This is an optimization exercise on Yosys and OpenROAD, whose aim is small area, a short achievable clock period and few clock cycles, not a production implementation.
In this exercise RTL edits were held to simulation tests only and were not proved equivalent to the original.

==> inputs of trial 17 <==
// gaTspTop
module gaTspTop (
    input  logic      CLK,
    input  logic      RESET,
    input  logic      coordWrEn,
    input  logic [2:0]  coordWrAddr,
    input  logic [7:0]  coordWrX,
    input  logic [7:0]  coordWrY,
    input  logic        start,
    input  logic [7:0]  numGenerations,
    input  logic [2:0]  bestRdPos,
    output logic        busy,
    output logic        genDone,
    output logic [11:0] bestDistance,
    output logic        done,
    output logic [2:0]  bestRdCity
);
==> module fitnessRanker, before the edit <==
module fitnessRanker (
    input  logic        CLK,
    input  logic        RESET,
    input  logic        clearAll,    
    input  logic        snap,        
    input  logic        ins,
    input  logic [2:0]  insPair,
    input  logic [10:0] keyA,
    input  logic [10:0] keyB,
    output logic [63:0] rankOf,      
    output logic [175:0] keysNext,   
    output logic [10:0] bestNext     
);
    logic [10:0] D [16];
    logic [3:0]  r [16];
    logic [16-1:0] v;
    logic        snapped;
    logic [10:0] best;
    logic [16-1:0] wA, wB;    
    logic [16-1:0] ltA, ltB;  
    logic [16-1:0] leA, leB;
    logic        bFirst;
    logic [16-1:0] thA, thB;  
    logic [3:0]  rankA, rankB;
    logic [3:0]  rn [16];
    logic [10:0] dn [16];
    logic [10:0] m;
    logic        mLt;
    function automatic logic lt11(input logic [10:0] a, input logic [10:0] b);
        logic [15:0] l, g, e;
        l = '0;
        e = '1;
        for (int i = 0; i < 11; i++)
        begin
            l[i] = !a[i] && b[i];
            g[i] = a[i] && !b[i];
            e[i] = !l[i] && !g[i];
        end
        for (int w = 1; w < 16; w = w * 2)
            for (int i = 0; i + w < 16; i = i + 2 * w)
            begin
                l[i] = l[i + w] || (e[i + w] && l[i]);
                e[i] = e[i + w] && e[i];
            end
        lt11 = l[0];
    endfunction
    function automatic logic [3:0] thermCount(input logic [15:0] t);
        thermCount[3] = t[7];
        thermCount[2] = t[11] || (t[3] && !t[7]);
        thermCount[1] = t[13] || (t[9] && !t[11]) || (t[5] && !t[7]) || (t[1] && !t[3]);
        thermCount[0] = t[14] || (t[12] && !t[13]) || (t[10] && !t[11]) || (t[8] && !t[9])
                      || (t[6] && !t[7]) || (t[4] && !t[5]) || (t[2] && !t[3]) || (t[0] && !t[1]);
    endfunction
    always_comb
    begin
        for (int p = 0; p < 16; p++)
        begin
            wA[p]  = ins && rankOf[4*p +: 4] == {insPair, 1'b0};
            wB[p]  = ins && rankOf[4*p +: 4] == {insPair, 1'b1};
            ltA[p] = lt11(keyA, D[p]);
            ltB[p] = lt11(keyB, D[p]);
            leA[p] = v[p] && !ltA[p];
            leB[p] = v[p] && !ltB[p];
        end
        bFirst = lt11(keyB, keyA);
        thA = '0;
        thB = '0;
        for (int k = 0; k < 16; k++)
            for (int p = 0; p < 16; p++)
            begin
                thA[k] = thA[k] || (leA[p] && r[p] == k[3:0]);
                thB[k] = thB[k] || (leB[p] && r[p] == k[3:0]);
            end
        rankA = thermCount(bFirst ? {thA[14:0], 1'b1} : thA);
        rankB = thermCount(bFirst ? thB : {thB[14:0], 1'b1});
        for (int p = 0; p < 16; p++)
        begin
            if (wA[p])
                rn[p] = rankA;
            else if (wB[p])
                rn[p] = rankB;
            else if (ins && v[p] && ltA[p] && ltB[p])
                rn[p] = r[p] + 4'd2;
            else if (ins && v[p] && (ltA[p] || ltB[p]))
                rn[p] = r[p] + 4'd1;
            else
                rn[p] = r[p];
        end
        for (int p = 0; p < 16; p++)
        begin
            if (wA[p])
                dn[p] = keyA;
            else if (wB[p])
                dn[p] = keyB;
            else
                dn[p] = D[p];
            keysNext[11*p +: 11] = dn[p];
        end
        m   = bFirst ? keyB : keyA;
        mLt = bFirst ? lt11(keyB, best) : lt11(keyA, best);
        bestNext = (ins && mLt) ? m : best;
    end
    always_ff @(posedge CLK)
    begin
        for (int p = 0; p < 16; p++)
        begin
            r[p] <= rn[p];
            D[p] <= dn[p];
        end
    end
    always_ff @(posedge CLK)
    begin
        if (clearAll)
            best <= '1;
        else
            best <= bestNext;
    end
    always_ff @(posedge CLK)
    begin
        if (RESET || clearAll)
            v <= '0;
        else
            for (int p = 0; p < 16; p++)
            begin
                if (snapped)
                    v[p] <= (rankOf[4*p+1 +: 3] == 3'd0);
                else if (wA[p] || wB[p])
                    v[p] <= 1'b1;
            end
    end
    always_ff @(posedge CLK)
        snapped <= snap;
    always_ff @(posedge CLK)
    begin
        if (clearAll)
            for (int p = 0; p < 16; p++)
                rankOf[4*p +: 4] <= p[3:0];
        else if (snap)
            for (int p = 0; p < 16; p++)
                rankOf[4*p +: 4] <= rn[p];
    end
endmodule
clock: 10.0 ns
lec_check: 0
cap_margin: 20
core_margin: 2
core_utilization: 35
slew_margin: 20
run.sh (not shown) runs the stock make flow with config.mk's settings and CLKGATE_MAP_FILE= SYNTH_SCRIPT=/design/flow/synth_recipe.tcl, a recipe that flattens the netlist after the stock synthesis.
==> inputs of build 23, as changes to trial 17 <==
--- a/flow/design.v
+++ b/flow/design.v
@@ -221,18 +221,17 @@
     logic        mLt;
     function automatic logic lt11(input logic [10:0] a, input logic [10:0] b);
-        logic [15:0] l, g, e;
+        logic [15:0] l, g;
         l = '0;
-        e = '1;
+        g = '0;
         for (int i = 0; i < 11; i++)
         begin
             l[i] = !a[i] && b[i];
             g[i] = a[i] && !b[i];
-            e[i] = !l[i] && !g[i];
         end
         for (int w = 1; w < 16; w = w * 2)
             for (int i = 0; i + w < 16; i = i + 2 * w)
             begin
-                l[i] = l[i + w] || (e[i + w] && l[i]);
-                e[i] = e[i + w] && e[i];
+                l[i] = l[i + w] || (!g[i + w] && l[i]);
+                g[i] = g[i + w] || (!l[i + w] && g[i]);
             end
         lt11 = l[0];
SETUP_SLACK_MARGIN = 5   (was default)
==> notes.md <==
In trial 17 the worst hold slack is lower than in build 23, by 0.0033 ns.
Against trial 17, the critical path depth of build 23 is lower by 2.
Of trial 17 and build 23, build 23 has the higher final cell count (gap 1.5%, measured against build 23).
Build 23 finished with timing, DRC and antenna clean. Trial 17 ran to the end with no violations.
Testbench counts of trial 17, summed over its fixed seeds: cycles 15,126.
Testbench counts of build 23, summed over its fixed seeds: cycles 15,126.

==> static timing again, ports no longer ideal <==
How much do the figures lean on ideal ports? The routed layouts below were timed once more, with nothing changed but the port constraints.
Step 1 sets driving cells, clkbuf_16 on the clock port and buf_2 on the other inputs (assumed; they add their load-dependent delay and slew).
Step 2 times the ports against the registers' clock, not the clock port: input delays grow and output delays shrink by t, the midpoint of the rising clock arrivals with the driver on.
Three values: no drivers, after step 1, after step 2; two values: the first two.
run | t (ns) | setup WS [ns] | hold slack, ns | worst data-port slew with drivers (ns)
trial 17 | 1.002 | 3.284 / 3.284 / 3.284 | 0.312 / 0.312 / 0.312 | 0.12
build 23 | 0.974 | 4.846 / 4.846 / 4.846 | 0.315 / 0.315 / 0.315 | 0.05
After both steps setup and hold are still met in every run listed.
